Source: an optimization exercise on an open RTL-to-GDS flow (aim: small area, a short achievable clock period and few clock cycles per item). Production flows keep margins and buffers that such runs may drop. At most, simulation tests tie the RTL to the original design; equivalence was not proved. Power is estimated from default activity; no workload was simulated.

==> flow/design.v <==
package dfq_pkg;
    localparam int unsigned DATA_W  = 32;
    localparam int unsigned COUNT_W = 5;
    typedef enum logic [1:0] {
        OP_UNIQUE = 2'd0,
        OP_PLAIN  = 2'd1,
        OP_DEQ    = 2'd2,
        OP_CLEAR  = 2'd3
    } t_opcode;
    typedef enum logic [2:0] {
        ST_ENQUEUED  = 3'd0,
        ST_DUPLICATE = 3'd1,
        ST_FULL      = 3'd2,
        ST_EMPTY     = 3'd3,
        ST_DEQUEUED  = 3'd4,
        ST_CLEARED   = 3'd5
    } t_status;
    typedef enum logic [2:0] {
        S_IDLE,
        S_SCAN,
        S_DEQ,
        S_EXEC,
        S_DONE
    } t_state;
    typedef struct packed {
        t_opcode                    opcode;
        logic signed [DATA_W-1:0]   value_in;
    } t_in_req;
    typedef struct packed {
        t_status                    status;
        logic signed [DATA_W-1:0]   value_out;
        logic [COUNT_W-1:0]         count_out;
    } t_out_req;
endpackage
module dedup_fifo_queue #(
    parameter int unsigned QUEUE_DEPTH = 16
) (
    input  logic               i_clk,
    input  logic               i_rst_n,
    input  logic               i_in_valid,
    output logic               o_in_ready,
    input  logic [1:0]         i_in_opcode,
    input  logic [31:0]        i_in_value,
    output logic               o_out_valid,
    input  logic               i_out_ready,
    output logic [2:0]         o_out_status,
    output logic [31:0]        o_out_value,
    output logic [4:0]         o_out_count
);
    localparam int unsigned D  = 16;
    localparam int unsigned DW = dfq_pkg::DATA_W;
    logic          r_valid;
    logic [1:0]    r_op;
    logic [DW-1:0] r_val;
    logic          p_valid;
    logic [2:0]    p_status;
    logic          o_valid;
    logic [2:0]    o_status;
    logic [DW-1:0] o_value;
    logic [4:0]    o_count;
    logic [DW-1:0] mem [D];
    logic [D-1:0]  vld;
    logic [3:0]    head, tail;
    logic [4:0]    count;
    logic          ready;
    assign ready      = !p_valid;
    assign o_in_ready = ready;
    logic full, empty, dup, enq_try, enq_ok, deq_ok, is_uniq, is_deq, is_clr;
    logic [D-1:0] match;
    always_comb begin
        for (int i = 0; i < D; i++) match[i] = vld[i] && (mem[i] == r_val);
    end
    assign full    = count[4];
    assign empty   = (count == 5'd0);
    assign dup     = |match;
    assign is_uniq = (r_op == 2'd0);
    assign is_deq  = (r_op == 2'd2);
    assign is_clr  = (r_op == 2'd3);
    assign enq_try = !r_op[1];
    assign enq_ok  = enq_try && !full && !(is_uniq && dup);
    assign deq_ok  = is_deq && !empty;
    logic [2:0] r_status;
    logic [4:0] r_count;
    always_comb begin
        if (is_clr)                r_status = 3'd5;
        else if (is_deq)           r_status = empty ? 3'd3 : 3'd4;
        else if (is_uniq && dup)   r_status = 3'd1;
        else if (full)             r_status = 3'd2;
        else                       r_status = 3'd0;
        if (is_clr)                r_count = 5'd0;
        else if (enq_ok)           r_count = count + 5'd1;
        else if (deq_ok)           r_count = count - 5'd1;
        else                       r_count = count;
    end
    logic hazard;
    assign hazard = p_valid && (p_status == 3'd4) && (count == 5'd15);
    logic o_can_load, go;
    assign o_can_load = !o_valid || i_out_ready;
    assign go = r_valid && (p_valid ? (o_can_load && !(hazard && enq_try)) : 1'b1);
    logic wr;
    assign wr = enq_try && !full && !hazard;
    always_ff @(posedge i_clk) begin
        for (int i = 0; i < D; i++) begin
            if (wr && tail == 4'(i)) mem[i] <= r_val;
        end
    end
    always_ff @(posedge i_clk) begin
        if (!i_rst_n) begin
            vld   <= '0;
            head  <= '0;
            tail  <= '0;
            count <= '0;
        end else if (go) begin
            count <= r_count;
            if (is_clr) begin
                vld  <= '0;
                head <= '0;
                tail <= '0;
            end else begin
                if (enq_ok) begin
                    vld[tail] <= 1'b1;
                    tail      <= tail + 4'd1;
                end
                if (deq_ok) begin
                    vld[head] <= 1'b0;
                    head      <= head + 4'd1;
                end
            end
        end
    end
    always_ff @(posedge i_clk) begin
        if (!i_rst_n)   r_valid <= 1'b0;
        else if (ready) r_valid <= i_in_valid;
        else if (go)    r_valid <= 1'b0;
    end
    always_ff @(posedge i_clk) begin
        if (ready) begin
            r_op  <= i_in_opcode;
            r_val <= i_in_value;
        end
    end
    always_ff @(posedge i_clk) begin
        if (!i_rst_n)     p_valid <= 1'b0;
        else if (p_valid) p_valid <= o_can_load ? go : 1'b1;
        else              p_valid <= r_valid && !o_can_load;
    end
    always_ff @(posedge i_clk) begin
        if (!p_valid || o_can_load) p_status <= r_status;
    end
    logic [3:0]    rd_idx;
    logic          rd_en;
    logic [DW-1:0] rd_val;
    assign rd_idx = p_valid ? head - 4'd1 : head;
    assign rd_en  = p_valid ? (p_status == 3'd4) : deq_ok;
    always_comb begin
        rd_val = '0;
        for (int i = 0; i < D; i++) begin
            if (rd_en && rd_idx == 4'(i)) rd_val = rd_val | mem[i];
        end
    end
    always_ff @(posedge i_clk) begin
        if (!i_rst_n)        o_valid <= 1'b0;
        else if (o_can_load) o_valid <= p_valid || r_valid;
    end
    always_ff @(posedge i_clk) begin
        if (o_can_load) begin
            o_status <= p_valid ? p_status : r_status;
            o_count  <= p_valid ? count : r_count;
            o_value  <= rd_val;
        end
    end
    assign o_out_valid  = o_valid;
    assign o_out_status = o_status;
    assign o_out_value  = o_value;
    assign o_out_count  = o_count;
endmodule
clock: 6.0 ns
lec_check: 0
abc_clock_period_in_ps: 2700
cap_margin: 20
core_margin: 2
core_utilization: 50
place_density: 0.65
setup_slack_margin: 3.3
slew_margin: 40
run.sh (not shown) runs the stock make flow with config.mk's settings and CLKGATE_MAP_FILE= SYNTH_SCRIPT=/design/flow/synth_recipe.tcl, a recipe that flattens the netlist after the stock synthesis.
Testbench counts at the start, summed over its fixed seeds: cycles 9,616, items 9,600.
==> next run, changes <==
--- a/flow/design.v
+++ b/flow/design.v
@@ -49,33 +49,34 @@
 );
     localparam int unsigned D  = 16;
     localparam int unsigned DW = dfq_pkg::DATA_W;
     logic          r_valid;
     logic [1:0]    r_op;
     logic [DW-1:0] r_val;
+    logic [D-1:0]  r_match;   
+    logic          r_eqp;     
+    logic          r_lenq;    
     logic          p_valid;
     logic [2:0]    p_status;
     logic          o_valid;
     logic [2:0]    o_status;
     logic [DW-1:0] o_value;
     logic [4:0]    o_count;
     logic [DW-1:0] mem [D];
     logic [D-1:0]  vld;
     logic [3:0]    head, tail;
     logic [4:0]    count;
+    logic          empty_r;   
+    logic [3:0]    rd_ptr;    
     logic          ready;
     assign ready      = !p_valid;
     assign o_in_ready = ready;
     logic full, empty, dup, enq_try, enq_ok, deq_ok, is_uniq, is_deq, is_clr;
-    logic [D-1:0] match;
-    always_comb begin
-        for (int i = 0; i < D; i++) match[i] = vld[i] && (mem[i] == r_val);
-    end
     assign full    = count[4];
-    assign empty   = (count == 5'd0);
-    assign dup     = |match;
+    assign empty   = empty_r;
+    assign dup     = (|r_match) || (r_lenq && r_eqp);
     assign is_uniq = (r_op == 2'd0);
     assign is_deq  = (r_op == 2'd2);
     assign is_clr  = (r_op == 2'd3);
     assign enq_try = !r_op[1];
     assign enq_ok  = enq_try && !full && !(is_uniq && dup);
     assign deq_ok  = is_deq && !empty;
@@ -107,14 +108,16 @@
     always_ff @(posedge i_clk) begin
         if (!i_rst_n) begin
             vld   <= '0;
             head  <= '0;
             tail  <= '0;
             count <= '0;
+            empty_r <= 1'b1;
         end else if (go) begin
             count <= r_count;
+            empty_r <= (r_count == 5'd0);
             if (is_clr) begin
                 vld  <= '0;
                 head <= '0;
                 tail <= '0;
             end else begin
                 if (enq_ok) begin
@@ -130,37 +133,51 @@
     end
     always_ff @(posedge i_clk) begin
         if (!i_rst_n)   r_valid <= 1'b0;
         else if (ready) r_valid <= i_in_valid;
         else if (go)    r_valid <= 1'b0;
     end
-    always_ff @(posedge i_clk) begin
-        if (ready) begin
-            r_op  <= i_in_opcode;
-            r_val <= i_in_value;
+    logic [D-1:0] in_match, keep;
+    always_comb begin
+        for (int i = 0; i < D; i++) begin
+            keep[i]     = vld[i] && !(r_valid && (is_clr || (deq_ok && head == 4'(i))));
+            in_match[i] = keep[i] && (mem[i] == i_in_value);
         end
     end
     always_ff @(posedge i_clk) begin
-        if (!i_rst_n)     p_valid <= 1'b0;
-        else if (p_valid) p_valid <= o_can_load ? go : 1'b1;
-        else              p_valid <= r_valid && !o_can_load;
+        if (ready) begin
+            r_op    <= i_in_opcode;
+            r_val   <= i_in_value;
+            r_match <= in_match;
+            r_eqp   <= (i_in_value == r_val);
+            r_lenq  <= r_valid && enq_ok;
+        end
+    end
+    logic p_next;
+    always_ff @(posedge i_clk) begin
+        if (!i_rst_n) p_valid <= 1'b0;
+        else          p_valid <= p_next;
     end
     always_ff @(posedge i_clk) begin
         if (!p_valid || o_can_load) p_status <= r_status;
     end
-    logic [3:0]    rd_idx;
+    always_comb begin
+        if (p_valid) p_next = o_can_load ? go : 1'b1;
+        else         p_next = r_valid && !o_can_load;
+    end
+    always_ff @(posedge i_clk) begin
+        if (!i_rst_n)                rd_ptr <= '0;
+        else if (p_next)             rd_ptr <= go ? head : rd_ptr;
+        else if (go && is_clr)       rd_ptr <= '0;
+        else if (go && deq_ok)       rd_ptr <= head + 4'd1;
+        else                         rd_ptr <= head;
+    end
     logic          rd_en;
     logic [DW-1:0] rd_val;
-    assign rd_idx = p_valid ? head - 4'd1 : head;
     assign rd_en  = p_valid ? (p_status == 3'd4) : deq_ok;
-    always_comb begin
-        rd_val = '0;
-        for (int i = 0; i < D; i++) begin
-            if (rd_en && rd_idx == 4'(i)) rd_val = rd_val | mem[i];
-        end
-    end
+    assign rd_val = mem[rd_ptr] & {DW{rd_en}};
     always_ff @(posedge i_clk) begin
         if (!i_rst_n)        o_valid <= 1'b0;
         else if (o_can_load) o_valid <= p_valid || r_valid;
     end
     always_ff @(posedge i_clk) begin
         if (o_can_load) begin
The changed run finished with timing, DRC and antenna clean; via count goes up by 10%; non-clock buffer count goes down by 182; setup slack is better by 0.44 ns; global-route usage goes up by 11 points; synthesized cell count goes up by 11%; die area goes up by 5.4%; routed wire length goes up by 29%; core utilization goes down by 6.6 points; first-iteration DRC count goes up by 36%; area after synthesis goes up by 5.5%; clock-buffer cell count goes up by 4; cell area goes down by 4.0%; power goes up by 7.7%; worst hold slack is better by 0.0044 ns.
The RTL of the second run of this note was laid out without a check of its function.

Another version of the RTL of dedup_fifo_queue (not shown whole).
Size in the first run: about 710 flip-flops, about 80 I/O pins, about 32000 sq um of cells after synthesis.
==> module dedup_fifo_queue, before the edit <==
module dedup_fifo_queue #(
    parameter int unsigned QUEUE_DEPTH = 16
) (
    input  logic               i_clk,
    input  logic               i_rst_n,
    input  logic               i_in_valid,
    output logic               o_in_ready,
    input  logic [1:0]         i_in_opcode,
    input  logic [31:0]        i_in_value,
    output logic               o_out_valid,
    input  logic               i_out_ready,
    output logic [2:0]         o_out_status,
    output logic [31:0]        o_out_value,
    output logic [4:0]         o_out_count
);
    localparam int unsigned D  = 16;
    localparam int unsigned DW = dfq_pkg::DATA_W;
    logic          i_valid;
    logic [1:0]    i_op;
    logic [DW-1:0] i_val;
    logic [D-1:0]  i_pm;      
    logic          i_lacc;    
    logic          r_valid;
    logic [1:0]    r_op;
    logic [DW-1:0] r_val;
    logic          r_dupm;    
    logic          r_eqp;     
    logic          r_lenq;    
    logic          p_valid;
    logic [2:0]    p_status;
    logic          o_valid;
    logic [2:0]    o_status;
    logic [DW-1:0] o_value;
    logic [4:0]    o_count;
    logic [DW-1:0] mem [D];
    logic [D-1:0]  vld;
    logic [3:0]    head;
    logic [D-1:0]  tail_oh;   
    logic [4:0]    count;
    logic          empty_r;   
    logic [D-1:0]  rd_sel;    
    logic          ready;
    assign ready      = !p_valid;
    assign o_in_ready = ready;
    logic full, empty, dup, enq_try, enq_ok, deq_ok, is_uniq, is_deq, is_clr;
    assign full    = count[4];
    assign empty   = empty_r;
    assign dup     = r_dupm || (r_lenq && r_eqp);
    assign is_uniq = (r_op == 2'd0);
    assign is_deq  = (r_op == 2'd2);
    assign is_clr  = (r_op == 2'd3);
    assign enq_try = !r_op[1];
    assign enq_ok  = enq_try && !full && !(is_uniq && dup);
    assign deq_ok  = is_deq && !empty;
    logic [2:0] r_status;
    logic [4:0] r_count;
    always_comb begin
        if (is_clr)                r_status = 3'd5;
        else if (is_deq)           r_status = empty ? 3'd3 : 3'd4;
        else if (is_uniq && dup)   r_status = 3'd1;
        else if (full)             r_status = 3'd2;
        else                       r_status = 3'd0;
        if (is_clr)                r_count = 5'd0;
        else if (enq_ok)           r_count = count + 5'd1;
        else if (deq_ok)           r_count = count - 5'd1;
        else                       r_count = count;
    end
    logic hazard;
    assign hazard = p_valid && (p_status == 3'd4) && (count == 5'd15);
    logic o_can_load, go;
    assign o_can_load = !o_valid || i_out_ready;
    assign go = r_valid && (p_valid ? (o_can_load && !(hazard && enq_try)) : 1'b1);
    logic wr;
    assign wr = enq_try && !full && !hazard;
    always_ff @(posedge i_clk) begin
        for (int i = 0; i < D; i++) begin
            if (wr && tail_oh[i]) mem[i] <= r_val;
        end
    end
    always_ff @(posedge i_clk) begin
        if (!i_rst_n) begin
            vld     <= '0;
            head    <= '0;
            tail_oh <= D'(1);
            count   <= '0;
            empty_r <= 1'b1;
        end else if (go) begin
            count   <= r_count;
            empty_r <= (r_count == 5'd0);
            if (is_clr) begin
                vld     <= '0;
                head    <= '0;
                tail_oh <= D'(1);
            end else begin
                if (enq_ok) begin
                    vld     <= vld | tail_oh;
                    tail_oh <= {tail_oh[D-2:0], tail_oh[D-1]};
                end
                if (deq_ok) begin
                    vld[head] <= 1'b0;
                    head      <= head + 4'd1;
                end
            end
        end
    end
    always_ff @(posedge i_clk) begin
        if (!i_rst_n)   i_valid <= 1'b0;
        else if (ready) i_valid <= i_in_valid;
    end
    localparam int unsigned LO = 8;   
    logic [D-1:0] in_pm;
    logic         in_eqw;
    assign in_eqw = (i_in_value[DW-1:LO] == r_val[DW-1:LO]);
    always_comb begin
        for (int i = 0; i < D; i++)
            in_pm[i] = (wr && tail_oh[i]) ? in_eqw : (mem[i][DW-1:LO] == i_in_value[DW-1:LO]);
    end
    always_ff @(posedge i_clk) begin
        if (!i_rst_n || ready) i_lacc <= 1'b0;
        else if (go)           i_lacc <= enq_ok;
    end
    always_ff @(posedge i_clk) begin
        if (ready) begin
            i_op  <= i_in_opcode;
            i_val <= i_in_value;
            i_pm  <= in_pm;
        end
    end
    logic [D-1:0] in_match, keep;
    always_comb begin
        for (int i = 0; i < D; i++) begin
            keep[i]     = vld[i] && !(r_valid && (is_clr || (deq_ok && head == 4'(i))));
            in_match[i] = keep[i] && i_pm[i] && (mem[i][LO-1:0] == i_val[LO-1:0])
                          && !(i_lacc && tail_oh[(i + 1) % D]);
        end
    end
    always_ff @(posedge i_clk) begin
        if (!i_rst_n)   r_valid <= 1'b0;
        else if (ready) r_valid <= i_valid;
        else if (go)    r_valid <= 1'b0;
    end
    always_ff @(posedge i_clk) begin
        if (ready) begin
            r_op    <= i_op;
            r_val   <= i_val;
            r_dupm  <= |in_match;
            r_eqp   <= (i_val == r_val);
            r_lenq  <= r_valid ? enq_ok : i_lacc;
        end
    end
    logic p_next;
    always_comb begin
        if (p_valid) p_next = o_can_load ? go : 1'b1;
        else         p_next = r_valid && !o_can_load;
    end
    always_ff @(posedge i_clk) begin
        if (!i_rst_n) p_valid <= 1'b0;
        else          p_valid <= p_next;
    end
    always_ff @(posedge i_clk) begin
        if (!p_valid || o_can_load) p_status <= r_status;
    end
    logic [D-1:0] head_oh, head_oh_inc;
    always_comb begin
        for (int i = 0; i < D; i++) begin
            head_oh[i]     = (head == 4'(i));
            head_oh_inc[i] = (head == 4'(i - 1));
        end
    end
    always_ff @(posedge i_clk) begin
        if (!i_rst_n)                rd_sel <= D'(1);
        else if (p_next)             rd_sel <= go ? head_oh : rd_sel;
        else if (go && is_clr)       rd_sel <= D'(1);
        else if (go && deq_ok)       rd_sel <= head_oh_inc;
        else                         rd_sel <= head_oh;
    end
    logic          rd_en;
    logic [DW-1:0] rd_val;
    assign rd_en = p_valid ? (p_status == 3'd4) : deq_ok;
    always_comb begin
        rd_val = '0;
        for (int i = 0; i < D; i++) rd_val = rd_val | (mem[i] & {DW{rd_sel[i]}});
        rd_val = rd_val & {DW{rd_en}};
    end
    always_ff @(posedge i_clk) begin
        if (!i_rst_n)        o_valid <= 1'b0;
        else if (o_can_load) o_valid <= p_valid || r_valid;
    end
    always_ff @(posedge i_clk) begin
        if (o_can_load) begin
            o_status <= p_valid ? p_status : r_status;
            o_count  <= p_valid ? count : r_count;
            o_value  <= rd_val;
        end
    end
    assign o_out_valid  = o_valid;
    assign o_out_status = o_status;
    assign o_out_value  = o_value;
    assign o_out_count  = o_count;
endmodule
Settings: LEC_CHECK=0, ABC_CLOCK_PERIOD_IN_PS=2700, CAP_MARGIN=20, CORE_MARGIN=2, CORE_UTILIZATION=50, PLACE_DENSITY=0.65, SETUP_SLACK_MARGIN=3.3, SLEW_MARGIN=40; clock period 6.0 ns.
The baseline passed the timing, DRC and antenna checks.
Edit:
--- a/flow/design.v
+++ b/flow/design.v
@@ -51,14 +51,12 @@
     localparam int unsigned DW = dfq_pkg::DATA_W;
     logic          i_valid;
     logic [1:0]    i_op;
     logic [DW-1:0] i_val;
-    logic [D-1:0]  i_pm;      
-    logic          i_lacc;    
     logic          r_valid;
     logic [1:0]    r_op;
     logic [DW-1:0] r_val;
-    logic          r_dupm;    
+    logic [D-1:0]  r_match;   
     logic          r_eqp;     
     logic          r_lenq;    
     logic          p_valid;
     logic [2:0]    p_status;
@@ -67,10 +65,9 @@
     logic [DW-1:0] o_value;
     logic [4:0]    o_count;
     logic [DW-1:0] mem [D];
     logic [D-1:0]  vld;
-    logic [3:0]    head;
-    logic [D-1:0]  tail_oh;   
+    logic [3:0]    head, tail;
     logic [4:0]    count;
     logic          empty_r;   
     logic [D-1:0]  rd_sel;    
     logic          ready;
@@ -78,9 +75,9 @@
     assign o_in_ready = ready;
     logic full, empty, dup, enq_try, enq_ok, deq_ok, is_uniq, is_deq, is_clr;
     assign full    = count[4];
     assign empty   = empty_r;
-    assign dup     = r_dupm || (r_lenq && r_eqp);
+    assign dup     = (|r_match) || (r_lenq && r_eqp);
     assign is_uniq = (r_op == 2'd0);
     assign is_deq  = (r_op == 2'd2);
     assign is_clr  = (r_op == 2'd3);
     assign enq_try = !r_op[1];
@@ -107,29 +104,29 @@
     logic wr;
     assign wr = enq_try && !full && !hazard;
     always_ff @(posedge i_clk) begin
         for (int i = 0; i < D; i++) begin
-            if (wr && tail_oh[i]) mem[i] <= r_val;
+            if (wr && tail == 4'(i)) mem[i] <= r_val;
         end
     end
     always_ff @(posedge i_clk) begin
         if (!i_rst_n) begin
             vld     <= '0;
             head    <= '0;
-            tail_oh <= D'(1);
+            tail    <= '0;
             count   <= '0;
             empty_r <= 1'b1;
         end else if (go) begin
             count   <= r_count;
             empty_r <= (r_count == 5'd0);
             if (is_clr) begin
-                vld     <= '0;
-                head    <= '0;
-                tail_oh <= D'(1);
+                vld  <= '0;
+                head <= '0;
+                tail <= '0;
             end else begin
                 if (enq_ok) begin
-                    vld     <= vld | tail_oh;
-                    tail_oh <= {tail_oh[D-2:0], tail_oh[D-1]};
+                    vld[tail] <= 1'b1;
+                    tail      <= tail + 4'd1;
                 end
                 if (deq_ok) begin
                     vld[head] <= 1'b0;
                     head      <= head + 4'd1;
@@ -140,33 +137,19 @@
     always_ff @(posedge i_clk) begin
         if (!i_rst_n)   i_valid <= 1'b0;
         else if (ready) i_valid <= i_in_valid;
     end
-    localparam int unsigned LO = 8;   
-    logic [D-1:0] in_pm;
-    logic         in_eqw;
-    assign in_eqw = (i_in_value[DW-1:LO] == r_val[DW-1:LO]);
-    always_comb begin
-        for (int i = 0; i < D; i++)
-            in_pm[i] = (wr && tail_oh[i]) ? in_eqw : (mem[i][DW-1:LO] == i_in_value[DW-1:LO]);
-    end
-    always_ff @(posedge i_clk) begin
-        if (!i_rst_n || ready) i_lacc <= 1'b0;
-        else if (go)           i_lacc <= enq_ok;
-    end
     always_ff @(posedge i_clk) begin
         if (ready) begin
             i_op  <= i_in_opcode;
             i_val <= i_in_value;
-            i_pm  <= in_pm;
         end
     end
     logic [D-1:0] in_match, keep;
     always_comb begin
         for (int i = 0; i < D; i++) begin
             keep[i]     = vld[i] && !(r_valid && (is_clr || (deq_ok && head == 4'(i))));
-            in_match[i] = keep[i] && i_pm[i] && (mem[i][LO-1:0] == i_val[LO-1:0])
-                          && !(i_lacc && tail_oh[(i + 1) % D]);
+            in_match[i] = keep[i] && (mem[i] == i_val);
         end
     end
     always_ff @(posedge i_clk) begin
         if (!i_rst_n)   r_valid <= 1'b0;
@@ -176,11 +159,11 @@
     always_ff @(posedge i_clk) begin
         if (ready) begin
             r_op    <= i_op;
             r_val   <= i_val;
-            r_dupm  <= |in_match;
+            r_match <= in_match;
             r_eqp   <= (i_val == r_val);
-            r_lenq  <= r_valid ? enq_ok : i_lacc;
+            r_lenq  <= r_valid && enq_ok;
         end
     end
     logic p_next;
     always_comb begin
Effect:
- power is lower by 1.7%
- clock power is lower by about 2%
- clock skew is higher by 3.1 ps
- first-iteration DRC count is lower by 12%
- via count is lower by 2.8%
- final cell count is lower by 3.8%
- die area is lower by 1.9%
- worst hold slack gains 15 ps
- global-route usage is higher by 0.87 points
- register-to-register slack gains 60 ps
- design area is lower by 3.2%
- sequential cell count is lower by 14
Testbench counts after the change, summed over its fixed seeds: cycles 9,624, items 9,600.
For the first run of this note, only the layout was checked, not whether the RTL still works.

-- port drivers added, routing unchanged --
The results above use ideal ports. As a check the final layouts listed here were re-extracted and re-timed, cells and wires unchanged.
Step 1 sets driving cells, clkbuf_16 on the clock port and buf_2 on the other inputs (assumed; they add their load-dependent delay and slew).
Step 2 moves the port delays by t, midway between the first and last clock arrival at a register: inputs arrive t later, outputs are due t later. That takes back most of the time a late clock gives input paths.
Slacks: ideal ports / drivers / drivers and shift; pairs: ideal ports / drivers.
| run | shift t [ns] | slack for setup (ns) | worst hold slack (ns) | worst setup path at the end | latest minus earliest clock arrival (ns) |
|---|---|---|---|---|---|
| the first run of note 1 | 0.682 | 2.709 / 2.709 / 2.340 | 0.553 / 0.553 / 0.553 | input to register | 0.025 / 0.026 |
| the second run of note 1 | 0.706 | 3.152 / 3.152 / 2.571 | 0.558 / 0.558 / 0.558 | input to register | 0.033 / 0.034 |
| the first run of note 2 | 0.692 | 3.220 / 3.235 / 2.565 | 0.417 / 0.417 / 0.417 | input to register | 0.025 / 0.024 |
| the second run of note 2 | 0.688 | 3.300 / 3.256 / 2.871 | 0.432 / 0.432 / 0.432 | input to register | 0.027 / 0.027 |
After both steps every run listed still meets setup and hold. The setup slack of the first run of note 2, which loses most, moves by +0.015 ns with the drivers and by -0.655 ns with both steps.
